From an optimization exercise on the open Yosys and OpenROAD flow, aimed at small area, a short achievable clock period and few clock cycles per item; shortcuts taken in it are not production practice.
The RTL was checked by simulation tests, not by an equivalence proof against the original design.
Power figures rest on the tool's default switching activity, not on a simulated workload.

--- design/flow/design.v ---
`timescale 1ns/1ns
`default_nettype none
module array_div (
	input logic i,
	input logic arst_n,
	input logic pre_load,
	input logic [31:0] dividend,
	input logic load,
	input logic [21:0] d_in,
	output logic idle,
	output logic rdy,
	output logic [31:0] quotient
);
	localparam int K = 2;
	logic [3:0] cnt_q;
	logic rdy_q;
	logic neg_q;
	logic [21:0] r_q;
	logic [21:0] d_q;
	logic [23:0] d3_q;
	logic [39:0] n_q;
	logic [31:0] q_q;
	logic [31:0] mag;
	logic [5:0] nb;
	logic [31:0] mag_p;
	logic neg_p;
	logic [5:0] nb_p;
	logic [4:0] db;
	logic [6:0] need;
	logic [3:0] c_in;
	logic [61:0] win;
	logic [21:0] r_n [0:K];
	logic [31:0] q_n [0:K];
	function automatic logic [5:0] bitlen32(input logic [31:0] v);
		bitlen32 = '0;
		for (int b = 0; b < 32; b++)
			if (v[b]) bitlen32 = 6'(b + 1);
	endfunction
	function automatic logic [4:0] bitlen22(input logic [21:0] v);
		bitlen22 = '0;
		for (int b = 0; b < 22; b++)
			if (v[b]) bitlen22 = 5'(b + 1);
	endfunction
	assign mag = dividend[31] ? -dividend : dividend;
	assign nb = bitlen32(mag);
	always_comb begin
		db = bitlen22(d_in);
		need = 7'(nb_p) + 7'd16 - 7'(db);
		c_in = 4'(need >> 2);
		if (need[6] || need < 7'd8)
			c_in = 4'd1;
		else if (c_in > 4'd10)
			c_in = 4'd10;
		win = 62'({30'b0, mag_p} << (52 - 4 * c_in));
	end
	always_comb begin
		r_n[0] = r_q;
		q_n[0] = q_q;
		for (int k = 0; k < K; k++) begin
			logic [23:0] rs;
			logic [24:0] e1, e2, e3;
			logic [1:0] dg;
			rs = {r_n[k], n_q[39-2*k -: 2]};
			e1 = {1'b0, rs} - {3'b0, d_q};
			e2 = {1'b0, rs} - {2'b0, d_q, 1'b0};
			e3 = {1'b0, rs} - {1'b0, d3_q};
			if (!e3[24]) begin
				dg = 2'd3;
				r_n[k+1] = e3[21:0];
			end else if (!e2[24]) begin
				dg = 2'd2;
				r_n[k+1] = e2[21:0];
			end else if (!e1[24]) begin
				dg = 2'd1;
				r_n[k+1] = e1[21:0];
			end else begin
				dg = 2'd0;
				r_n[k+1] = rs[21:0];
			end
			q_n[k+1] = {q_n[k][29:0], dg};
		end
	end
	always_ff @(posedge i or negedge arst_n) begin
		if (!arst_n) begin
			cnt_q <= '0;
			rdy_q <= 1'b0;
		end else begin
			rdy_q <= 1'b0;
			if (load) begin
				cnt_q <= c_in;
			end else if (cnt_q != '0) begin
				cnt_q <= cnt_q - 4'd1;
				if (cnt_q == 4'd1)
					rdy_q <= 1'b1;
			end
		end
	end
	always_ff @(posedge i) begin
		if (pre_load) begin
			mag_p <= mag;
			neg_p <= dividend[31];
			nb_p <= nb;
		end
		if (load) begin
			d_q <= d_in;
			d3_q <= {2'b0, d_in} + {1'b0, d_in, 1'b0};
			q_q <= '0;
			neg_q <= neg_p;
			r_q <= win[61:40];
			n_q <= win[39:0];
		end else if (cnt_q != '0) begin
			r_q <= r_n[K];
			q_q <= q_n[K];
			n_q <= n_q << (2*K);
		end
	end
	assign quotient = neg_q ? -q_q : q_q;
	assign idle = cnt_q == '0;
	assign rdy = rdy_q;
endmodule
`default_nettype wire
`timescale 1ns/1ns
`default_nettype none
module sqrt_unit #(
	parameter int K = 3
) (
	input logic i,
	input logic arst_n,
	input logic load,
	input logic [31:0] s_in,
	output logic idle,
	output logic rdy,
	output logic [21:0] q_out
);
	localparam int G = 2 * K;
	localparam int NG = 48 / G;
	localparam int MAXM = 35 / G;
	logic [3:0] cnt_q;
	logic norm_q;
	logic rdy_q;
	logic [23:0] r_q;
	logic [21:0] q_q;
	logic [47:0] x_q;
	logic [3:0] m_x;
	logic [G-1:0] g_x;
	logic [K-1:0] q_x;
	logic [23:0] r_n [0:K];
	logic [21:0] q_n [0:K];
	always_comb begin
		m_x = '0;
		for (int j = 1; j <= MAXM; j++)
			if ((x_q >> (48 - G * j)) == 48'd0)
				m_x = 4'(j);
		g_x = x_q[47 - G * m_x -: G];
		q_x = '0;
		for (int v = 1; v < (1 << K); v++)
			if (G'(v * v) <= g_x)
				q_x = K'(v);
	end
	always_comb begin
		r_n[0] = r_q;
		q_n[0] = q_q;
		for (int k = 0; k < K; k++) begin
			logic [25:0] rs;
			logic [26:0] df;
			rs = {r_n[k], x_q[47-2*k -: 2]};
			df = {1'b0, rs} - {3'b0, q_n[k], 2'b01};
			r_n[k+1] = df[26] ? rs[23:0] : df[23:0];
			q_n[k+1] = {q_n[k][20:0], !df[26]};
		end
	end
	always_ff @(posedge i or negedge arst_n) begin
		if (!arst_n) begin
			cnt_q <= '0;
			norm_q <= 1'b0;
			rdy_q <= 1'b0;
		end else begin
			rdy_q <= 1'b0;
			if (load) begin
				norm_q <= 1'b1;
			end else if (norm_q) begin
				norm_q <= 1'b0;
				cnt_q <= 4'(NG - 1) - m_x;
			end else if (cnt_q != '0) begin
				cnt_q <= cnt_q - 4'd1;
				if (cnt_q == 4'd1)
					rdy_q <= 1'b1;
			end
		end
	end
	always_ff @(posedge i) begin
		if (load) begin
			x_q <= {5'b0, s_in[30:0], 12'b0};
		end else if (norm_q) begin
			q_q <= 22'(q_x);
			r_q <= 24'(g_x) - 24'(q_x) * 24'(q_x);
			x_q <= x_q << (G * m_x + G);
		end else if (cnt_q != '0) begin
			r_q <= r_n[K];
			q_q <= q_n[K];
			x_q <= x_q << (2*K);
		end
	end
	assign idle = cnt_q == '0 && !norm_q;
	assign rdy = rdy_q;
	assign q_out = q_q;
endmodule
module rec_unit (
	input logic i,
	input logic arst_n,
	input logic load,
	input logic [21:0] d_in,
	output logic idle,
	output logic rdy,
	output logic [18:0] q_out
);
	localparam int K = 2;
	logic [2:0] cnt_q;
	logic rdy_q;
	logic [21:0] r_q;
	logic [21:0] d_q;
	logic [23:0] d3_q;
	logic [18:0] q_q;
	logic [2:0] c_in;
	logic [21:0] r_in;
	logic [21:0] r_n [0:K];
	logic [18:0] q_n [0:K];
	always_comb begin
		c_in = 3'd5;
		if (d_in[21:9] != '0) c_in = 3'd4;
		if (d_in[21:13] != '0) c_in = 3'd3;
		if (d_in[21:17] != '0) c_in = 3'd2;
		if (d_in[21]) c_in = 3'd1;
		r_in = 22'd1 << (24 - 4 * c_in);
	end
	always_comb begin
		r_n[0] = r_q;
		q_n[0] = q_q;
		for (int k = 0; k < K; k++) begin
			logic [23:0] rs;
			logic [24:0] e1, e2, e3;
			logic [1:0] dg;
			rs = {r_n[k], 2'b00};
			e1 = {1'b0, rs} - {3'b0, d_q};
			e2 = {1'b0, rs} - {2'b0, d_q, 1'b0};
			e3 = {1'b0, rs} - {1'b0, d3_q};
			if (!e3[24]) begin
				dg = 2'd3;
				r_n[k+1] = e3[21:0];
			end else if (!e2[24]) begin
				dg = 2'd2;
				r_n[k+1] = e2[21:0];
			end else if (!e1[24]) begin
				dg = 2'd1;
				r_n[k+1] = e1[21:0];
			end else begin
				dg = 2'd0;
				r_n[k+1] = rs[21:0];
			end
			q_n[k+1] = {q_n[k][16:0], dg};
		end
	end
	always_ff @(posedge i or negedge arst_n) begin
		if (!arst_n) begin
			cnt_q <= '0;
			rdy_q <= 1'b0;
		end else begin
			rdy_q <= 1'b0;
			if (load) begin
				cnt_q <= c_in;
			end else if (cnt_q != '0) begin
				cnt_q <= cnt_q - 3'd1;
				if (cnt_q == 3'd1)
					rdy_q <= 1'b1;
			end
		end
	end
	always_ff @(posedge i) begin
		if (load) begin
			r_q <= r_in;
			q_q <= '0;
			d_q <= d_in;
			d3_q <= {2'b0, d_in} + {1'b0, d_in, 1'b0};
		end else if (cnt_q != '0) begin
			r_q <= r_n[K];
			q_q <= q_n[K];
		end
	end
	assign idle = cnt_q == '0;
	assign rdy = rdy_q;
	assign q_out = q_q;
endmodule
`default_nettype wire
`timescale 1ns/1ns
`default_nettype none
module mat_mult (
	input logic signed [32:0] a,
	input logic signed [31:0] b,
	input logic signed [43:0] base,
	output logic [31:0] y
);
	localparam int R = 16;
	localparam logic [43:0] CK = 44'h556_0000_0000;
	logic [43:0] rows [0:R-1];
	logic [43:0] negs;
	logic [43:0] acc;
	always_comb begin
		negs = '0;
		for (int j = 0; j < R; j++) begin
			logic b2, b1, b0, one, two, neg;
			logic [33:0] mag, v;
			b2 = b[2*j+1];
			b1 = b[2*j];
			b0 = (j == 0) ? 1'b0 : b[2*j-1];
			one = b1 ^ b0;
			two = (b2 & !b1 & !b0) | (!b2 & b1 & b0);
			neg = b2 & !(b1 & b0);
			mag = one ? {a[32], a} : two ? {a, 1'b0} : 34'd0;
			v = neg ? ~mag : mag;
			rows[j] = 44'({!v[33], v[32:0]}) << (2 * j);
			negs[2*j] = neg;
		end
		acc = base + CK + negs;
		for (int j = 0; j < R; j++)
			acc = acc + rows[j];
	end
	assign y = acc[43:12];
endmodule
`default_nettype wire
`timescale 1ns/1ns
`default_nettype none
module inverse (
	input logic i,
	input logic arst_n,
	input logic [287:0] in_mat,
	input logic in_valid,
	output logic in_ready,
	output logic [287:0] out_mat,
	output logic out_valid,
	input logic out_ready
);
	localparam logic [4:0] P_M5 = 5'd0;    
	localparam logic [4:0] P_M7 = 5'd1;    
	localparam logic [4:0] P_M12 = 5'd2;   
	localparam logic [4:0] P_M6 = 5'd3;    
	localparam logic [4:0] P_M18 = 5'd4;   
	localparam logic [4:0] P_M15 = 5'd5;   
	localparam logic [4:0] P_M9 = 5'd6;    
	localparam logic [4:0] P_M13 = 5'd7;   
	localparam logic [4:0] P_M8 = 5'd8;    
	localparam logic [4:0] P_M10 = 5'd9;   
	localparam logic [4:0] P_M11 = 5'd10;  
	localparam logic [4:0] P_M21 = 5'd11;  
	localparam logic [4:0] P_M19 = 5'd12;  
	localparam logic [4:0] P_M20 = 5'd13;  
	localparam logic [4:0] P_M14 = 5'd14;  
	localparam logic [4:0] P_M16 = 5'd15;  
	localparam logic [4:0] P_M17 = 5'd16;  
	localparam logic [4:0] P_M1 = 5'd20;   
	localparam logic [4:0] P_M2 = 5'd21;   
	localparam logic [4:0] P_M3 = 5'd22;   
	localparam logic [4:0] P_M4 = 5'd23;   
	localparam logic [4:0] P_NONE = 5'd31;
	logic [31:0] a00, a10, a20, a11, a21, a22;
	logic [21:0] l00_q, l11_q, l22_q;
	logic [31:0] l10_q, l20_q, l21_q;
	logic [18:0] x00_q, x11_q, x22_q;
	logic [31:0] x10_q, x20_q, x21_q;
	logic [31:0] ta_q, tb_q, s21_q, s22_q;
	logic [31:0] p00_q, p01_q, p02_q, p11_q, p12_q, p22_q;
	logic s0_load, s0_idle, s0_rdy;
	logic [21:0] s0_q;
	logic started_q;
	logic sq_load, sq_idle, sq_rdy;
	logic [21:0] sq_q;
	logic sq_pc_q;    
	logic sq_tag_q;   
	logic rc_load, rc_idle, rc_rdy;
	logic [21:0] rc_d;
	logic [18:0] rc_q;
	logic [1:0] rc_tag_q;
	logic [1:0] rc_sel;
	logic [1:0] rc_pc_q;
	logic dv_pre, dv_load, dv_idle, dv_rdy;
	logic [31:0] dv_n;
	logic [21:0] dv_d;
	logic [31:0] dv_q;
	logic [1:0] dv_tag_q;
	logic pre_full_q;
	logic [1:0] pre_tag_q;
	logic [1:0] pre_seq_q;    
	logic need_a10_q;
	logic pre_a10, pre_a20, pre_ta;
	logic tk_l00_dv_q, tk_l00_rc_q, tk_l11_dv_q, tk_l11_rc_q, tk_l22_q;
	logic tk_l10_q, tk_l10b_q, tk_l20_q, tk_l20b_q, tk_l21_q, tk_l21b_q;
	logic tk_x00_q, tk_x11_q, tk_x22_q, tk_s21_q, tk_s22_q;
	logic tk_l00_dv, tk_l11_dv, tk_l11_rc, tk_l22;
	logic tk_l10, tk_l20, tk_l21, tk_x22;
	logic l10busy_q, l20busy_q, l21busy_q, xpend_q, xpend22_q;
	logic sq_done1, sq_done2;
	logic dv_done0, dv_done1, dv_done2;
	logic rc_done0, rc_done1, rc_done2;
	logic [4:0] mpc_q;
	logic [4:0] op_q;
	logic [4:0] op_nx;
	logic issue;
	logic ready;
	logic pri1, pri2, pri3, pri4;
	logic [2:0] rd_q;
	logic tk_l20c_q;
	logic [2:0] rd_n;
	logic [31:0] pa, pb, pbase;
	logic psub;
	logic signed [32:0] opa_q;
	logic signed [31:0] opb_q;
	logic signed [43:0] base_q;
	logic [31:0] mac_y;
	logic in_ready_q;
	assign a00 = in_mat[0*32 +: 32];
	assign a10 = in_mat[3*32 +: 32];
	assign a11 = in_mat[4*32 +: 32];
	assign a20 = in_mat[6*32 +: 32];
	assign a21 = in_mat[7*32 +: 32];
	assign a22 = in_mat[8*32 +: 32];
	assign sq_done1 = sq_rdy && !sq_tag_q;
	assign sq_done2 = sq_rdy && sq_tag_q;
	assign dv_done0 = dv_rdy && dv_tag_q == 2'd0;
	assign dv_done1 = dv_rdy && dv_tag_q == 2'd1;
	assign dv_done2 = dv_rdy && dv_tag_q == 2'd2;
	assign rc_done0 = rc_rdy && rc_tag_q == 2'd0;
	assign rc_done1 = rc_rdy && rc_tag_q == 2'd1;
	assign rc_done2 = rc_rdy && rc_tag_q == 2'd2;
	assign tk_l00_dv = tk_l00_dv_q || s0_rdy;
	assign tk_l11_dv = tk_l11_dv_q || sq_done1;
	assign tk_l11_rc = tk_l11_rc_q || sq_done1;
	assign tk_l22 = tk_l22_q || sq_done2;
	assign tk_l10 = tk_l10_q || dv_done0;
	assign tk_l20 = tk_l20_q || dv_done1;
	assign tk_l21 = tk_l21_q || dv_done2;
	assign tk_x22 = tk_x22_q || rc_done2;
	assign s0_load = in_valid && !started_q && s0_idle && !tk_l00_dv;
	sqrt_unit #(.K(3)) u_sqrt0 (
		.i(i), .arst_n(arst_n), .load(s0_load),
		.s_in(a00), .idle(s0_idle), .rdy(s0_rdy), .q_out(s0_q)
	);
	assign sq_load = op_q == P_M1 || op_q == P_M4;
	sqrt_unit #(.K(3)) u_sqrt (
		.i(i), .arst_n(arst_n), .load(sq_load),
		.s_in(mac_y), .idle(sq_idle), .rdy(sq_rdy), .q_out(sq_q)
	);
	always_comb begin
		dv_load = 1'b0;
		dv_d = s0_q;
		if (dv_idle && pre_full_q) begin
			case (pre_tag_q)
				2'd0: dv_load = tk_l00_dv && !l10busy_q && !tk_l00_rc_q;
				2'd1: begin
					dv_load = !l20busy_q;
					dv_d = l00_q;
				end
				default: begin
					dv_load = tk_l11_dv && !l21busy_q;
					dv_d = sq_done1 ? sq_q : l11_q;
				end
			endcase
		end
		pre_a10 = need_a10_q && pre_seq_q == 2'd0 && !pre_full_q;
		pre_a20 = dv_load && pre_tag_q == 2'd0;
		pre_ta = tk_s21_q && pre_seq_q == 2'd2 && (!pre_full_q || dv_load);
		dv_pre = pre_a10 || pre_a20 || pre_ta;
		dv_n = a10;
		if (pre_a20)
			dv_n = a20;
		else if (pre_ta)
			dv_n = s21_q;
	end
	array_div u_div (
		.i(i), .arst_n(arst_n), .pre_load(dv_pre), .dividend(dv_n), .load(dv_load),
		.d_in(dv_d), .idle(dv_idle), .rdy(dv_rdy), .quotient(dv_q)
	);
	always_comb begin
		rc_sel = rc_pc_q;
		case (rc_pc_q)
			2'd0: rc_load = rc_idle && tk_l00_rc_q && !xpend_q;
			2'd1: rc_load = rc_idle && tk_l11_rc;
			default: rc_load = rc_idle && tk_l22 && !xpend22_q;
		endcase
		case (rc_sel)
			2'd0: rc_d = l00_q;
			2'd1: rc_d = sq_done1 ? sq_q : l11_q;
			default: rc_d = sq_done2 ? sq_q : l22_q;
		endcase
	end
	rec_unit u_rec (
		.i(i), .arst_n(arst_n), .load(rc_load), .d_in(rc_d), .idle(rc_idle),
		.rdy(rc_rdy), .q_out(rc_q)
	);
	always_comb begin
		case (mpc_q)
			P_M5: ready = tk_x00_q && tk_l10b_q;
			P_M7: ready = tk_l20c_q;
			P_M6: ready = tk_x11_q;
			P_M9: ready = tk_l21b_q;
			P_M12: ready = !out_valid;
			P_M10: ready = tk_x22;
			default: ready = 1'b1;
		endcase
	end
	assign pri1 = tk_l10 && !sq_pc_q && sq_idle && !tk_l11_rc;
	assign pri4 = !pri1 && tk_l21 && tk_s22_q && sq_pc_q && sq_idle && !tk_l22;
	assign pri2 = !pri1 && !pri4 && tk_l20 && !tk_s21_q;
	assign pri3 = !pri1 && !pri4 && !pri2 && tk_l20b_q && !tk_s22_q && op_q != P_M3;
	assign issue = !pri1 && !pri4 && !pri2 && !pri3 && ready;
	assign op_nx = pri1 ? P_M1 : pri4 ? P_M4 : pri2 ? P_M2 : pri3 ? P_M3 : issue ? mpc_q : P_NONE;
	always_comb begin
		pa = '0;
		pb = '0;
		pbase = '0;
		psub = 1'b0;
		case (op_nx)
			P_M1: begin pa = dv_done0 ? dv_q : l10_q; pb = pa; pbase = a11; psub = 1'b1; end
			P_M2: begin pa = dv_done1 ? dv_q : l20_q; pb = l10_q; pbase = a21; psub = 1'b1; end
			P_M4: begin pa = dv_done2 ? dv_q : l21_q; pb = pa; pbase = s22_q; psub = 1'b1; end
			P_M3: begin pa = l20_q; pb = l20_q; pbase = a22; psub = 1'b1; end
			P_M5: begin pa = 32'(x00_q); pb = l10_q; psub = 1'b1; end
			P_M7: begin pa = 32'(x00_q); pb = l20_q; psub = 1'b1; end
			P_M6: begin pa = 32'(x11_q); pb = tb_q; end
			P_M9: begin pa = 32'(x11_q); pb = l21_q; psub = 1'b1; end
			P_M8: begin pa = x10_q; pb = l21_q; pbase = ta_q; psub = 1'b1; end
			P_M12: begin pa = 32'(x00_q); pb = 32'(x00_q); end
			P_M15: begin pa = 32'(x11_q); pb = x10_q; end
			P_M13: begin pa = x10_q; pb = x10_q; pbase = p00_q; end
			P_M18: begin pa = 32'(x11_q); pb = 32'(x11_q); end
			P_M10: begin pa = rc_done2 ? 32'(rc_q) : 32'(x22_q); pb = tb_q; end
			P_M11: begin pa = 32'(x22_q); pb = ta_q; end
			P_M21: begin pa = 32'(x22_q); pb = 32'(x22_q); end
			P_M19: begin pa = x21_q; pb = x21_q; pbase = p11_q; end
			P_M20: begin pa = 32'(x22_q); pb = x21_q; end
			P_M14: begin pa = x20_q; pb = x20_q; pbase = p00_q; end
			P_M16: begin pa = x20_q; pb = x21_q; pbase = p01_q; end
			P_M17: begin pa = 32'(x22_q); pb = x20_q; end
			default: ;
		endcase
	end
	always_ff @(posedge i) begin
		opa_q <= psub ? -{pa[31], pa} : {pa[31], pa};
		opb_q <= pb;
		base_q <= {pbase, {12{psub}}};
	end
	mat_mult u_mac (
		.a(opa_q), .b(opb_q), .base(base_q), .y(mac_y)
	);
	assign in_ready = in_ready_q;
	assign rd_n = rd_q | {pri3, pri2, pri1};
	always_ff @(posedge i or negedge arst_n) begin
		if (!arst_n) begin
			started_q <= 1'b0;
			sq_pc_q <= 1'b0;
			sq_tag_q <= 1'b0;
			rc_tag_q <= '0;
			rc_pc_q <= '0;
			dv_tag_q <= '0;
			pre_full_q <= 1'b0;
			pre_tag_q <= '0;
			pre_seq_q <= '0;
			need_a10_q <= 1'b0;
			tk_l00_dv_q <= 1'b0;
			tk_l00_rc_q <= 1'b0;
			tk_l11_dv_q <= 1'b0;
			tk_l11_rc_q <= 1'b0;
			tk_l22_q <= 1'b0;
			tk_l10_q <= 1'b0;
			tk_l10b_q <= 1'b0;
			tk_l20_q <= 1'b0;
			tk_l20b_q <= 1'b0;
			tk_l21_q <= 1'b0;
			tk_l21b_q <= 1'b0;
			tk_x00_q <= 1'b0;
			tk_x11_q <= 1'b0;
			tk_x22_q <= 1'b0;
			tk_s21_q <= 1'b0;
			tk_s22_q <= 1'b0;
			rd_q <= '0;
			tk_l20c_q <= 1'b0;
			l10busy_q <= 1'b0;
			l20busy_q <= 1'b0;
			l21busy_q <= 1'b0;
			xpend_q <= 1'b0;
			xpend22_q <= 1'b0;
			mpc_q <= P_M5;
			op_q <= P_NONE;
			out_valid <= 1'b0;
			in_ready_q <= 1'b0;
		end else begin
			if (s0_load)
				started_q <= 1'b1;
			else if (in_ready_q)
				started_q <= 1'b0;
			if (sq_load) begin
				sq_pc_q <= !sq_pc_q;
				sq_tag_q <= sq_pc_q;
			end
			if (s0_load)
				need_a10_q <= 1'b1;
			else if (pre_a10)
				need_a10_q <= 1'b0;
			if (dv_pre) begin
				pre_full_q <= 1'b1;
				pre_tag_q <= pre_a10 ? 2'd0 : pre_a20 ? 2'd1 : 2'd2;
				pre_seq_q <= pre_a10 ? 2'd1 : pre_a20 ? 2'd2 : 2'd0;
			end else if (dv_load) begin
				pre_full_q <= 1'b0;
			end
			if (dv_load)
				dv_tag_q <= pre_tag_q;
			if (rc_load) begin
				rc_tag_q <= rc_sel;
				rc_pc_q <= rc_pc_q == 2'd2 ? 2'd0 : rc_pc_q + 2'd1;
			end
			tk_l00_dv_q <= tk_l00_dv && !(dv_load && pre_tag_q == 2'd0);
			tk_l00_rc_q <= (tk_l00_rc_q || (dv_load && pre_tag_q == 2'd0)) && !(rc_load && rc_sel == 2'd0);
			tk_l11_dv_q <= tk_l11_dv && !(dv_load && pre_tag_q == 2'd2);
			tk_l11_rc_q <= tk_l11_rc && !(rc_load && rc_sel == 2'd1);
			tk_l22_q <= tk_l22 && !(rc_load && rc_sel == 2'd2);
			tk_l10_q <= tk_l10 && !pri1;
			tk_l10b_q <= (tk_l10b_q || dv_done0) && !(issue && mpc_q == P_M5);
			tk_l20_q <= tk_l20 && !pri2;
			tk_l20b_q <= (tk_l20b_q || dv_done1) && !pri3;
			tk_l20c_q <= (tk_l20c_q || dv_done1) && !(issue && mpc_q == P_M7);
			tk_l21_q <= tk_l21 && !pri4;
			tk_l21b_q <= (tk_l21b_q || dv_done2) && !(issue && mpc_q == P_M9);
			tk_x00_q <= (tk_x00_q || rc_done0) && !(issue && mpc_q == P_M5);
			tk_x11_q <= (tk_x11_q || rc_done1) && !(issue && mpc_q == P_M6);
			tk_x22_q <= tk_x22 && !(issue && mpc_q == P_M10);
			tk_s21_q <= (tk_s21_q || op_q == P_M2) && !pre_ta;
			tk_s22_q <= (tk_s22_q || op_q == P_M3) && !pri4;
			if (dv_load && pre_tag_q == 2'd0)
				l10busy_q <= 1'b1;
			else if (issue && mpc_q == P_M5)
				l10busy_q <= 1'b0;
			if (dv_load && pre_tag_q == 2'd1)
				l20busy_q <= 1'b1;
			else if (issue && mpc_q == P_M7)
				l20busy_q <= 1'b0;
			if (dv_load && pre_tag_q == 2'd2)
				l21busy_q <= 1'b1;
			else if (issue && mpc_q == P_M8)
				l21busy_q <= 1'b0;
			if (rc_load && rc_sel == 2'd0)
				xpend_q <= 1'b1;
			else if (issue && mpc_q == P_M9)
				xpend_q <= 1'b0;
			if (rc_load && rc_sel == 2'd2)
				xpend22_q <= 1'b1;
			else if (issue && mpc_q == P_M17)
				xpend22_q <= 1'b0;
			op_q <= op_nx;
			if (issue)
				mpc_q <= mpc_q == P_M17 ? P_M5 : mpc_q + 5'd1;
			in_ready_q <= rd_n == 3'b111;
			rd_q <= rd_n == 3'b111 ? 3'b000 : rd_n;
			if (out_valid && out_ready)
				out_valid <= 1'b0;
			if (op_q == P_M17)
				out_valid <= 1'b1;
		end
	end
	always_ff @(posedge i) begin
		if (dv_load && pre_tag_q == 2'd0) l00_q <= s0_q;
		if (sq_done1) l11_q <= sq_q;
		if (sq_done2) l22_q <= sq_q;
		if (dv_done0) l10_q <= dv_q;
		if (dv_done1) l20_q <= dv_q;
		if (dv_done2) l21_q <= dv_q;
		if (rc_done0) x00_q <= rc_q;
		if (rc_done1) x11_q <= rc_q;
		if (rc_done2) x22_q <= rc_q;
		case (op_q)
			P_M2: s21_q <= mac_y;
			P_M3: s22_q <= mac_y;
			P_M7, P_M8: ta_q <= mac_y;
			P_M5, P_M9: tb_q <= mac_y;
			P_M6: x10_q <= mac_y;
			P_M10: x21_q <= mac_y;
			P_M11: x20_q <= mac_y;
			P_M12, P_M13, P_M14: p00_q <= mac_y;
			P_M15, P_M16: p01_q <= mac_y;
			P_M17: p02_q <= mac_y;
			P_M18, P_M19: p11_q <= mac_y;
			P_M20: p12_q <= mac_y;
			P_M21: p22_q <= mac_y;
			default: ;
		endcase
	end
	assign out_mat = {p22_q, p12_q, p02_q, p12_q, p11_q, p01_q, p02_q, p01_q, p00_q};
endmodule
`default_nettype wire
--- design/flow/run.sh ---
#!/bin/bash
# synth_recipe.tcl (not shown) runs the flow's synth.tcl, then flattens the netlist and writes it again
# the make line also repeats each setting of config.mk as NAME=value (left out here)
make -C /OpenROAD-flow-scripts/flow DESIGN_CONFIG=/design/flow/config.mk WORK_HOME=/design/flow/orfs CLKGATE_MAP_FILE= SYNTH_SCRIPT=/design/flow/synth_recipe.tcl finish
--- design/flow/config.mk ---
export PLATFORM = sky130hd
export DESIGN_NAME = inverse
export DESIGN_NICKNAME = inverse
export VERILOG_FILES = /design/flow/design.v
export SDC_FILE = /design/flow/constraint.sdc
export NUM_CORES = 4
export LEC_CHECK = 0
export CAP_MARGIN = 20
export CORE_MARGIN = 2
export CORE_UTILIZATION = 40
export SLEW_MARGIN = 20
--- design/flow/constraint.sdc ---
create_clock -name core_clock -period 16.0 [get_ports {i}]
set_input_delay 3.2000 -clock core_clock [delete_from_list [all_inputs] [get_ports {i}]]
set_output_delay 3.2000 -clock core_clock [all_outputs]
set_load 0.01 [all_outputs]
==> impl_metrics.ini, run 1 <==
[critical_path]
path_buf_inv = 7
slowest_delay_ns = 0.92
required_ns = 16.49
cp_top_family = adder cells
critPathKind = flop to flop
slowest_stage = o21ai_0
cp_max_fo = 69
critPathMostFrequentCell = fa_1
start_kind = flop
crit_path_end_kind = flop
arrival_ns = 11.36

[floorplan]
rows = 189
start_util_pct = 40.3
core-area_mm2 = 0.266
ios = 582
die_area_mm2 = 0.272
die_x_um = 521
die_y_um = 521

[detailed_routing]
drc = 0
top_layer = met5
ant_nets = 0
met2_length_mm = 187
vias = 95400
drt_iter0_markers = 11400
dr.pass1.iters = 10
vias_per_cell = 6.22
wl_mm = 425
met1Wirelength_mm = 173
wl_per_cell_um = 27.7
wl_met3_mm = 43.7

[power]
internal-power_mw = 5.44
power.leakage_nw = 45.9
peakVddDrop_mv = 0.126
power_frac_clock_pct = 49.3
power_mw = 6.97
switching_share_pct = 22.1
p_sw_mw = 1.54
p_seq_share_pct = 49.3
powerDensity_mw_per_mm2 = 57.9
p_comb_share_pct = 1.5

[sta]
finClkSkew_ns = 0.0514
finalSetupViolCount = 0
hold_viol_final = 0
clock.fmax_mhz = 92.0
worstMarginPinSlew_ns = 1.18
grt_setup_unrepaired = no
min_period_ns = 10.87
whs_ns = 0.453
fin_setup_tns_ns = 0
slew_viol_final = 0
fin_crit_sh_pct = 67.9
relSlewSlack_pct = 20.5

[final_layout]
nFillCells = 25000
syn2layout_area_growth_pct = 12.6
final_cell_area_mm2 = 0.120
layout-drive-gt1-share_pct = 7.39
nets = 13000
layout_commonest_cell = nor2_1
most-common-layout-cells = 977 x nor2_1, 906 x nand2_1, 863 x edfxtp_1

[grt]
grt_pass1_vias = 92800
grt_max_degree = 70
gr-total-overflow = 0
grt_pass1_wl_mm = 620
antenna_found_initial = 19
globalRouteTotalUtil_pct = 30.2

[clock_tree]
clk_pin_slew_ns = 0.06
cts_resized = 0
cts.sink_count = 1258
tritoncts = yes
post_cts_buffers = 0
holdBufCountCts = 0
clock_latency_ns = 0.84
htree_levels = 4
clockBufferDepth = 3
numCtsBuffers = 140
root_buffer = clkbuf_16

[logic_synthesis]
async_reset_ff_share_pct = 5.72
synth.distinct_cells = 125
ys.warnings.count = 12
syn_area_per_cell_um2 = 9.23
synth_ff_type = edfxtp_1
synth_area_mm2 = 0.107
synthCells = 11600
synth_edf_count = 863
synth_seq_cells = 1258
seq_area_frac_synth_pct = 32.0
syn_nets = 12900

[run_status]
outcome = finished clean

[place]
port_buffers = 484
gp_congestion = 0.970
dpl-instance-area_mm2 = 0.116
hpwl_mm = 311

[flow_run]
drv_cap = 0

[min_path]
min_path_type = flop to flop
==> per-layer routing <==
| metal | vias to the layer above | GRT usage (%) |
|---|---|---|
| met5 | - | 0 |
| met4 | 8 | 13.4 |
| met3 | 918 | 7.05 |
| met2 | 5256 | 46.7 |
| met1 | 47000 | 40.3 |
| li1 | 42200 | - |
==> sequential cells by signal, indices dropped and copies added (netlist names), 33 cells and up <==
register	cells
base_q	33
opa_q	33
u_div.n_q	40
u_sqrt0.x_q	48
u_sqrt.x_q	48
==> cell usage after synthesis (208+ instances only) <==
cell / instances / share of area, %
nand3_1: 208 / 0.97
dfxtp_1: 323 / 6.0
ha_1: 644 / 7.5
xor2_1: 365 / 3.0
o21ai_0: 653 / 3.1
inv_1: 847 / 3.0
nor2_1: 999 / 3.5
mux2i_1: 402 / 3.8
a21oi_1: 700 / 3.3
nand2_1: 907 / 3.2
xnor2_1: 568 / 4.7
clkbuf_1: 488 / 1.7
edfxtp_1: 863 / 24
a22oi_1: 408 / 2.9
fa_1: 403 / 7.5
==> power by group through the flow <==
| stage | logic (mW) | registers [mW] | clock network [mW] |
|---|---|---|---|
| global placement | 0.0991 | 3.51 | 0 |
| global route | 0.109 | 3.43 | 3.59 |
| finish | 0.102 | 3.44 | 3.44 |
| detailed placement | 0.0998 | 3.51 | 0 |
| CTS | 0.101 | 3.44 | 3.47 |
| floorplan | 0.0329 | 3.51 | 0 |
==> layout make-up <==
| class | instances | area (um2) | share of cell area, % |
|---|---|---|---|
| multi-input combinational | 8714 | 67100 | 55.7 |
| sequential | 1258 | 34200 | 28.4 |
| timing repair buffer | 723 | 6670 | 5.54 |
| tap | 3533 | 4420 | 3.67 |
| clock buffer | 185 | 3890 | 3.23 |
| inverter | 863 | 3240 | 2.69 |
| clock inverter | 70 | 963 | 0.800 |
| antenna | 2 | 5.00 | 0.00415 |
==> stage by stage <==
| stage | instances | util (%) | setup WS (ns) |
|---|---|---|---|
| 5_1_grt | 15300 | 45.4 | 4.78 |
| 4_1_cts | 15300 | 45.3 | 5.09 |
| 3_5_place_dp | 15100 | 43.5 | 5.17 |
| 2_1_floorplan | 11600 | - | 7.28 |
| 3_3_place_gp | 15100 | 43.5 | 5.22 |
| 6_report | 15300 | 45.4 | 5.13 |
==> worst paths after layout <==
| path | startpoint | to | slack (ns) | cells after the start |
|---|---|---|---|---|
| worst max register to register | opb_q[1] | p02_q[30] | 5.13 | 29 |
| max in group asynchronous | arst_n | u_sqrt0.norm_q | 12.48 | 2 |
| worst min register to register | u_sqrt0.q_q[9] | l00_q[9] | 0.45 | 0 |
| min in group asynchronous | arst_n | out_valid | 2.20 | 1 |
| worst max-delay path | opb_q[1] | p02_q[30] | 5.13 | 29 |
| worst min-delay path | u_sqrt0.q_q[9] | l00_q[9] | 0.45 | 0 |
==> logic make-up after synthesis <==
kind of cell,synth area share (%)
xor+xnor,7.67
mux,6.01
compound gates,20.3
fa+ha+maj,15.1
buf+inv,6.13
flops,32.0
simple gates,12.8
Testbench counts, summed over its fixed seeds: cycles 2,889, matrices 128.
==> run 2: changes to the inputs <==
--- a/design/flow/design.v
+++ b/design/flow/design.v
@@ -24,5 +24,3 @@
 	logic [5:0] nb;
-	logic [31:0] mag_p;
-	logic neg_p;
-	logic [5:0] nb_p;
+	logic [31:0] pre_q;
 	logic [4:0] db;
@@ -43,3 +41,3 @@
 	endfunction
-	assign mag = dividend[31] ? -dividend : dividend;
+	assign mag = pre_q[31] ? -pre_q : pre_q;
 	assign nb = bitlen32(mag);
@@ -47,3 +45,3 @@
 		db = bitlen22(d_in);
-		need = 7'(nb_p) + 7'd16 - 7'(db);
+		need = 7'(nb) + 7'd16 - 7'(db);
 		c_in = 4'(need >> 2);
@@ -53,3 +51,3 @@
 			c_in = 4'd10;
-		win = 62'({30'b0, mag_p} << (52 - 4 * c_in));
+		win = 62'({30'b0, mag} << (52 - 4 * c_in));
 	end
@@ -98,7 +96,4 @@
 	always_ff @(posedge i) begin
-		if (pre_load) begin
-			mag_p <= mag;
-			neg_p <= dividend[31];
-			nb_p <= nb;
-		end
+		if (pre_load)
+			pre_q <= dividend;
 		if (load) begin
@@ -107,3 +102,3 @@
 			q_q <= '0;
-			neg_q <= neg_p;
+			neg_q <= pre_q[31];
 			r_q <= win[61:40];
@@ -368,3 +363,3 @@
 	logic [31:0] x10_q, x20_q, x21_q;
-	logic [31:0] ta_q, tb_q, s21_q, s22_q;
+	logic [31:0] ta_q, tb_q, s22_q;
 	logic [31:0] p00_q, p01_q, p02_q, p11_q, p12_q, p22_q;
@@ -395,3 +390,3 @@
 	logic tk_l10_q, tk_l10b_q, tk_l20_q, tk_l20b_q, tk_l21_q, tk_l21b_q;
-	logic tk_x00_q, tk_x11_q, tk_x22_q, tk_s21_q, tk_s22_q;
+	logic tk_x00_q, tk_x11_q, tk_x22_q, tk_s22_q;
 	logic tk_l00_dv, tk_l11_dv, tk_l11_rc, tk_l22;
@@ -441,3 +436,3 @@
 	assign s0_load = in_valid && !started_q && s0_idle && !tk_l00_dv;
-	sqrt_unit #(.K(3)) u_sqrt0 (
+	sqrt_unit #(.K(2)) u_sqrt0 (
 		.i(i), .arst_n(arst_n), .load(s0_load),
@@ -468,3 +463,3 @@
 		pre_a20 = dv_load && pre_tag_q == 2'd0;
-		pre_ta = tk_s21_q && pre_seq_q == 2'd2 && (!pre_full_q || dv_load);
+		pre_ta = op_q == P_M2;
 		dv_pre = pre_a10 || pre_a20 || pre_ta;
@@ -474,3 +469,3 @@
 		else if (pre_ta)
-			dv_n = s21_q;
+			dv_n = mac_y;
 	end
@@ -510,3 +505,3 @@
 	assign pri4 = !pri1 && tk_l21 && tk_s22_q && sq_pc_q && sq_idle && !tk_l22;
-	assign pri2 = !pri1 && !pri4 && tk_l20 && !tk_s21_q;
+	assign pri2 = !pri1 && !pri4 && tk_l20;
 	assign pri3 = !pri1 && !pri4 && !pri2 && tk_l20b_q && !tk_s22_q && op_q != P_M3;
@@ -580,3 +575,2 @@
 			tk_x22_q <= 1'b0;
-			tk_s21_q <= 1'b0;
 			tk_s22_q <= 1'b0;
@@ -634,3 +628,2 @@
 			tk_x22_q <= tk_x22 && !(issue && mpc_q == P_M10);
-			tk_s21_q <= (tk_s21_q || op_q == P_M2) && !pre_ta;
 			tk_s22_q <= (tk_s22_q || op_q == P_M3) && !pri4;
@@ -678,3 +671,2 @@
 		case (op_q)
-			P_M2: s21_q <= mac_y;
 			P_M3: s22_q <= mac_y;
==> run 2 against run 1 <==
  * Clock power hardly changed
  * Global-route usage is 0.38 points higher
  * Synthesized cell count is 5.1% lower
  * First-iteration DRC count is 6.0% higher
==> impl_metrics.ini, run 2 <==
[grt]
grt_pass1_vias = 87900
antenna_found_initial = 38
grt_pass1_wl_mm = 589
globalRouteTotalUtil_pct = 30.6
gr-total-overflow = 0
grt_max_degree = 86

[logic_synthesis]
synth_compound_area_share_pct = 20.3
synth_edf_count = 824
yosys.area_share.simple_pct = 12.5
syn_nets = 12300
yosys-top-cells-area = edfxtp_1 24%, fa_1 8.0%, ha_1 7.6%, dfxtp_1 6.4%, xnor2_1 4.7%
synth_seq_cells = 1218
synth.distinct_cells = 103
yosysMostFrequentCell = nand2_1
yosys.area_share.xor_xnor_pct = 7.90
async_reset_ff_share_pct = 5.83
yosys-top-cells-count = 902 x nand2_1, 881 x nor2_1, 824 x edfxtp_1
syn_area_per_cell_um2 = 9.20
yosysTopAreaCell = edfxtp_1
synthMuxAreaShare_pct = 4.88
synth_area_mm2 = 0.101
synthCells = 11000
synth_top_family_by_area = compound AO/OA/AOI/OAI gates
seq_area_frac_synth_pct = 32.6
synth_ff_type = edfxtp_1
synth-adder-area-share_pct = 15.6
ys.warnings.count = 15
synth_top_area_share_pct = 24.5

[clock_tree]
cts_resized = 0
cts.sink_count = 1218
post_cts_buffers = 0
htree_levels = 4
clock_latency_ns = 0.84
clockBufferDepth = 3
tritoncts = yes
holdBufCountCts = 0
numCtsBuffers = 144
clk_pin_slew_ns = 0.07
root_buffer = clkbuf_16

[detailed_routing]
dr.pass1.iters = 10
vias = 90400
drt_iter0_markers = 12100
wl_per_cell_um = 28.0
vias_per_cell = 6.19
drc = 0
ant_nets = 0
wl_mm = 409

[critical_path]
required_ns = 16.53
critPathMostFrequentCell = a21oi_1
slowest_delay_ns = 0.74
critPathKind = flop to flop
timing.reg2reg.setup_slack_ns = 5.19
crit_path_end_kind = flop
start_kind = flop
arrival_ns = 11.34
slowest_stage = a211oi_1
cp_max_fo = 37

[final_layout]
nets = 12400
fin_util_pct = 45.6
final_cell_count_no_fill = 14600
reg_top3 = u_sqrt.x_q (48), u_sqrt0.x_q (48), u_div.n_q (40)
most-common-layout-cells = 899 x nand2_1, 855 x nor2_1, 824 x edfxtp_1
layout_commonest_cell = nand2_1
syn2layout_area_growth_pct = 13.2
layout-drive-gt1-share_pct = 6.86

[flow_run]
drv_cap = 0

[place]
hpwl_mm = 295
port_buffers = 484
dp_cells = 14300
gp_congestion = 0.978

[sta]
fin_setup_tns_ns = 0
finClkSkew_ns = 0.0794
slew_viol_final = 0
fin_crit_sh_pct = 67.6
finalSetupViolCount = 0
worstMarginPinSlew_ns = 1.30
min_period_ns = 10.81
grt_setup_unrepaired = no
hold_viol_final = 0
relSlewSlack_pct = 13.5
clock.fmax_mhz = 92.5

[floorplan]
start_util_pct = 40.2
rows = 184
core-area_mm2 = 0.251
die_x_um = 507
die_area_mm2 = 0.257
die_y_um = 507
ios = 582

[run_status]
outcome = finished clean

[power]
powerDensity_mw_per_mm2 = 59.5
peakVddDrop_mv = 0.127
power.leakage_nw = 44.1

[min_path]
min_path_type = flop to flop
run 2: cell types whose count changed in the layout (fill, tap and decap cells not counted), sizes merged, moves of 33 or more:
cell,delta
nor2,-119
o21ai,-48
mux4,-45
edfxtp,-39
a22oi,-38
inv,-33
run 2: routing by layer:
metal	wire (um)	vias to the layer above	track usage [%]
li1	-	39900	-
met1	165000	44200	40.9
met2	176000	5216	46.1
met3	48700	1033	8.98
met4	19400	20	12.8
met5	128	-	0.0926
run 2: worst max-delay path: cells and delay by family (launching register included):
family / cells / cell delay [ns]
compound gates: 14 / 3.68
xor+xnor: 1 / 0.40
fa+ha+maj: 5 / 1.58
buf+inv: 6 / 2.36
flops: 1 / 0.41
simple gates: 8 / 1.99
run 2: final timing paths:
path | startpoint | end | cells after the start
max | u_div.cnt_q[0] | u_div.r_q[11] | 34
min | l22_q[19] | l22_q[19] | 2
max reg2reg | u_div.cnt_q[0] | u_div.r_q[11] | 34
min reg2reg | l22_q[19] | l22_q[19] | 2
max in group asynchronous | arst_n | op_q[4] | 3
min in group asynchronous | arst_n | u_sqrt0.norm_q | 1
run 2: cell type report:
class / count / area [um2]
diodes: 6 / 15.0
clock buffers: 201 / 4070
clock inverters: 66 / 786
fillers: 23800 / 137000
inverters: 824 / 3100
multi-input cells: 8221 / 62700
flip-flops and latches: 1218 / 33000
well taps: 3348 / 4190
repair buffers: 723 / 6710
run 2: per-stage QoR:
stage	area, um2	setup slack (ns)	power [mW]	hold WS, ns
2_1_floorplan	101000	7.10	3.39	0.424
3_3_place_gp	110000	5.26	3.45	0.434
3_5_place_dp	110000	5.36	3.45	0.444
4_1_cts	114000	5.27	6.85	0.453
5_1_grt	115000	4.61	6.98	0.470
6_report	115000	5.19	6.82	0.456
run 2: kinds of logic (layout without fill, tap and decap cells):
kind of cell | Yosys count | count (layout)
AO/OA/AOI/OAI | 3063 | 3063
flip-flops | 1218 | 1218
AND/OR/NAND/NOR | 2777 | 2777
adder cells (fa/ha/maj) | 1016 | 1016
buffers and inverters | 1556 | 1814
other | 0 | 6
multiplexers | 453 | 453
XOR/XNOR | 912 | 912
run 2: where the power goes:
part           internal, mW  leakage (nW)  total [mW]  switching, mW
sequential             3.32          10.1        3.32              0
combinational        0.0446          31.7      0.0668         0.0222
clock                  1.97          2.35        3.43           1.46
total                  5.33          44.1        6.82           1.49
Testbench counts of run 2, summed over its fixed seeds: cycles 2,990, matrices 128.
==> run 3: changes to the inputs <==
--- a/design/flow/design.v
+++ b/design/flow/design.v
@@ -404,2 +404,4 @@
 	logic [2:0] rd_q;
+	logic [31:0] b11_q, b21_q, b22_q;
+	logic bank_q, a20_q, accept;
 	logic tk_l20c_q;
@@ -503,6 +505,6 @@
 	end
-	assign pri1 = tk_l10 && !sq_pc_q && sq_idle && !tk_l11_rc;
+	assign pri1 = tk_l10 && !sq_pc_q && sq_idle && !tk_l11_rc && bank_q && !rd_q[0];
 	assign pri4 = !pri1 && tk_l21 && tk_s22_q && sq_pc_q && sq_idle && !tk_l22;
-	assign pri2 = !pri1 && !pri4 && tk_l20;
-	assign pri3 = !pri1 && !pri4 && !pri2 && tk_l20b_q && !tk_s22_q && op_q != P_M3;
+	assign pri2 = !pri1 && !pri4 && tk_l20 && bank_q && !rd_q[1];
+	assign pri3 = !pri1 && !pri4 && !pri2 && tk_l20b_q && !tk_s22_q && op_q != P_M3 && bank_q && !rd_q[2];
 	assign issue = !pri1 && !pri4 && !pri2 && !pri3 && ready;
@@ -515,6 +517,6 @@
 		case (op_nx)
-			P_M1: begin pa = dv_done0 ? dv_q : l10_q; pb = pa; pbase = a11; psub = 1'b1; end
-			P_M2: begin pa = dv_done1 ? dv_q : l20_q; pb = l10_q; pbase = a21; psub = 1'b1; end
+			P_M1: begin pa = dv_done0 ? dv_q : l10_q; pb = pa; pbase = b11_q; psub = 1'b1; end
+			P_M2: begin pa = dv_done1 ? dv_q : l20_q; pb = l10_q; pbase = b21_q; psub = 1'b1; end
 			P_M4: begin pa = dv_done2 ? dv_q : l21_q; pb = pa; pbase = s22_q; psub = 1'b1; end
-			P_M3: begin pa = l20_q; pb = l20_q; pbase = a22; psub = 1'b1; end
+			P_M3: begin pa = l20_q; pb = l20_q; pbase = b22_q; psub = 1'b1; end
 			P_M5: begin pa = 32'(x00_q); pb = l10_q; psub = 1'b1; end
@@ -549,2 +551,3 @@
 	assign rd_n = rd_q | {pri3, pri2, pri1};
+	assign accept = started_q && !need_a10_q && a20_q && !bank_q && !in_ready_q;
 	always_ff @(posedge i or negedge arst_n) begin
@@ -577,2 +580,4 @@
 			rd_q <= '0;
+			bank_q <= 1'b0;
+			a20_q <= 1'b0;
 			tk_l20c_q <= 1'b0;
@@ -652,4 +657,16 @@
 				mpc_q <= mpc_q == P_M17 ? P_M5 : mpc_q + 5'd1;
-			in_ready_q <= rd_n == 3'b111;
-			rd_q <= rd_n == 3'b111 ? 3'b000 : rd_n;
+			in_ready_q <= accept;
+			if (in_ready_q) begin
+				bank_q <= 1'b1;
+				rd_q <= '0;
+			end else if (rd_n == 3'b111) begin
+				bank_q <= 1'b0;
+				rd_q <= rd_n;
+			end else begin
+				rd_q <= rd_n;
+			end
+			if (pre_a20)
+				a20_q <= 1'b1;
+			else if (in_ready_q)
+				a20_q <= 1'b0;
 			if (out_valid && out_ready)
@@ -661,2 +678,7 @@
 	always_ff @(posedge i) begin
+		if (in_ready_q) begin
+			b11_q <= a11;
+			b21_q <= a21;
+			b22_q <= a22;
+		end
 		if (dv_load && pre_tag_q == 2'd0) l00_q <= s0_q;
--- a/design/flow/config.mk
+++ b/design/flow/config.mk
@@ -10,2 +10,3 @@
 export CORE_UTILIZATION = 40
+export SETUP_SLACK_MARGIN = 5
 export SLEW_MARGIN = 20
==> run 3 against run 2 <==
  * Final area rose by 4.2%
  * Critical path depth fell by 2
  * Synthesized cell count rose by 2.1%
  * Maximum frequency rose by 2.7%
  * Sequential power rose by 8.4%
  * Core utilization barely moved
  * Sequential cell count rose by 98
  * Sequential share of layout area rose by 1.3 points
  * Final cell count rose by 2.9%
  * Clock power rose by 12%
  * Register-to-register slack improved by 0.29 ns
  * Total power rose by 10%
==> impl_metrics.ini, run 3 <==
[run_status]
outcome = finished clean

[sta]
clock.fmax_mhz = 95.0
slew_viol_final = 0
setup_ws_ns = 5.48
relSlewSlack_pct = 16.6
fin_crit_sh_pct = 65.8
worstMarginPinSlew_ns = 1.24
finalSetupViolCount = 0
hold_viol_final = 0
fin_setup_tns_ns = 0
grt_setup_unrepaired = no
min_period_ns = 10.52
finClkSkew_ns = 0.110

[floorplan]
core-area_mm2 = 0.262
start_util_pct = 40.2
ios = 582
die_y_um = 517
die_x_um = 517
rows = 188
die_area_mm2 = 0.267

[final_layout]
reg_top3 = u_sqrt.x_q (48), u_sqrt0.x_q (48), u_div.n_q (40)
final_cell_count_no_fill = 15000
most-common-layout-cells = 951 x nor2_1, 947 x nand2_1, 920 x edfxtp_1
nets = 12700
layout_commonest_cell = nor2_1
syn2layout_area_growth_pct = 13.6
multi_input_area_mm2 = 0.0639
final_cell_area_mm2 = 0.119
nFillCells = 24700
layout-drive-gt1-share_pct = 7.29
area.sequential_mm2 = 0.0359

[power]
peakVddDrop_mv = 0.0930
power_frac_clock_pct = 51.1
p_seq_share_pct = 48.1
p_comb_share_pct = 0.8
power.leakage_nw = 46.5
switching_share_pct = 21.0
power_mw = 7.50
p_sw_mw = 1.57
powerDensity_mw_per_mm2 = 62.8
internal-power_mw = 5.92

[grt]
gr-total-overflow = 0
globalRouteTotalUtil_pct = 28.9
grt_pass1_vias = 89100
antenna_found_initial = 15
grt_pass1_wl_mm = 584
grt_max_degree = 70

[clock_tree]
clk_pin_slew_ns = 0.06
cts.sink_count = 1316
clock_latency_ns = 0.89
holdBufCountCts = 0
root_buffer = clkbuf_16
clockBufferDepth = 4
tritoncts = yes
post_cts_buffers = 0
numCtsBuffers = 162
htree_levels = 4

[critical_path]
cp_max_fo = 33
slowest_delay_ns = 0.85
required_ns = 16.43
slowest_stage = a21boi_4
critPathKind = flop to flop
start_kind = flop
timing.reg2reg.setup_slack_ns = 5.48
crit_path_end_kind = flop
arrival_ns = 10.95

[logic_synthesis]
synthCells = 11200
seq_area_frac_synth_pct = 34.2
syn_nets = 12500
synth_top_area_share_pct = 26.3
syn_area_per_cell_um2 = 9.37
yosysMostFrequentCell = nor2_1
synth_area_mm2 = 0.105
synth_ff_type = edfxtp_1
yosysTopAreaCell = edfxtp_1
yosys-top-cells-area = edfxtp_1 26%, fa_1 7.7%, ha_1 7.3%, dfxtp_1 6.2%, xnor2_1 4.5%
ys.warnings.count = 15
async_reset_ff_share_pct = 5.55
synth.distinct_cells = 103
synth_seq_cells = 1316
yosys-top-cells-count = 972 x nor2_1, 949 x nand2_1, 920 x edfxtp_1
synth_edf_count = 920

[place]
pre_cts_ws_ns = 5.09
port_buffers = 484
dp_cells = 14700
gp_congestion = 0.958
hpwl_mm = 289
dpl-instance-area_mm2 = 0.114

[detailed_routing]
dr.pass1.iters = 10
drt_iter0_markers = 10400
vias = 91300
ant_nets = 0
drc = 0
wl_mm = 401
wl_per_cell_um = 26.7
vias_per_cell = 6.08

[min_path]
min_path_type = flop to flop

[flow_run]
drv_cap = 0
==> run 3: cell count changes in the layout (fill, tap and decap cells not counted), sizes merged, moves of 38 or more <==
cell / previous run / this run
edfxtp: 824 / 920
mux2i: 382 / 420
a22oi: 371 / 424
nor2: 882 / 972
nand2: 904 / 950
o21ai: 627 / 577
a21oi: 702 / 659
==> run 3: timing repair <==
item	CTS	global route
gates resized for setup	0	3
endpoints found under the hold margin	0	0
endpoints found under the setup margin	0	35
==> run 3: final timing paths <==
| path | from | endpoint | cells past startpoint |
|---|---|---|---|
| worst max register to register | u_sqrt.x_q[44] | u_sqrt.r_q[18] | 32 |
| worst max-delay path | u_sqrt.x_q[44] | u_sqrt.r_q[18] | 32 |
| min in group asynchronous | arst_n | u_sqrt0.norm_q | 1 |
| max in group asynchronous | arst_n | pre_tag_q[1] | 2 |
| worst min register to register | s22_q[14] | base_q[26] | 2 |
| worst min-delay path | s22_q[14] | base_q[26] | 2 |
==> run 3: metal layers <==
| layer | vias to the layer above | track usage (%) | wire length, um |
|---|---|---|---|
| li1 | 40800 | - | - |
| met1 | 45100 | 36.9 | 159000 |
| met2 | 4522 | 46.8 | 184000 |
| met3 | 883 | 5.71 | 35900 |
| met4 | 6 | 14.1 | 22200 |
| met5 | - | 0 | 47 |
==> run 3: final cells by class <==
type | count | area share [%]
multi-input combinational | 8372 | 53.5
sequential | 1316 | 30.1
timing repair buffer | 728 | 5.61
clock buffer | 216 | 3.77
tap | 3515 | 3.68
inverter | 797 | 2.51
clock inverter | 73 | 0.768
antenna | 10 | 0.0210
==> run 3: power groups by stage <==
stage | Combinational [mW] | Sequential, mW | Clock [mW]
2_1_floorplan | 0.00409 | 3.68 | 0
3_3_place_gp | 0.0612 | 3.68 | 0
3_5_place_dp | 0.0615 | 3.68 | 0
4_1_cts | 0.0623 | 3.60 | 3.88
5_1_grt | 0.0658 | 3.60 | 4.01
6_report | 0.0624 | 3.60 | 3.83
==> run 3: per-stage QoR <==
stage	util [%]	hold WS [ns]
after CTS	45.6	0.434
after floorplan	-	0.418
final	45.6	0.425
after detailed placement	43.5	0.441
after global routing	45.6	0.472
after global placement	43.5	0.429
==> run 3: kinds of logic (layout without fill, tap and decap cells) <==
group / Yosys count / after routing / share of synthesized area, %
AOI/OAI and AO/OA: 3014 / 3014 / 19.4
xor gates and xnor gates: 903 / 903 / 7.53
adders and majority gates: 1016 / 1016 / 15.0
buffers and inverters: 1535 / 1814 / 5.87
DFF: 1316 / 1316 / 34.2
muxes: 519 / 519 / 5.48
other: 0 / 10 / 0
and+or+nand+nor: 2920 / 2920 / 12.6
==> run 3: critical path, delay by kind of cell (launching register included) <==
kind	cells	cell delay, ns
buffers and inverters	7	1.79
flip-flops	1	0.63
AO/OA/AOI/OAI	13	4.57
AND/OR/NAND/NOR	7	1.43
adder cells (fa/ha/maj)	5	1.68
Testbench counts of run 3, summed over its fixed seeds: cycles 2,894, matrices 128.

port drivers added, routing unchanged:
Ports are ideal in the flow. The routed layouts listed here were re-timed in OpenROAD.
Step 1, drivers: a clkbuf_16 drives i and a buf_2 each remaining input, both assumed.
Step 2 times the ports against the registers' clock, not the clock port: input delays grow and output delays shrink by t, the midpoint of the rising clock arrivals with the driver on.
Slacks: ideal ports / drivers / drivers and shift; pairs: ideal ports / drivers.
run	shift t [ns]	setup WS [ns]	latest minus earliest clock arrival (ns)	slew at the worst register clock pin (ns)	pins driven straight from the clock port
run 1	0.907	5.132 / 5.132 / 5.132	0.061 / 0.061	0.07 / 0.07	1
run 2	0.894	5.188 / 5.188 / 5.188	0.085 / 0.084	0.07 / 0.07	1
run 3	0.926	5.477 / 5.477 / 5.477	0.118 / 0.118	0.07 / 0.07	1
After both steps every run listed still meets setup and hold.
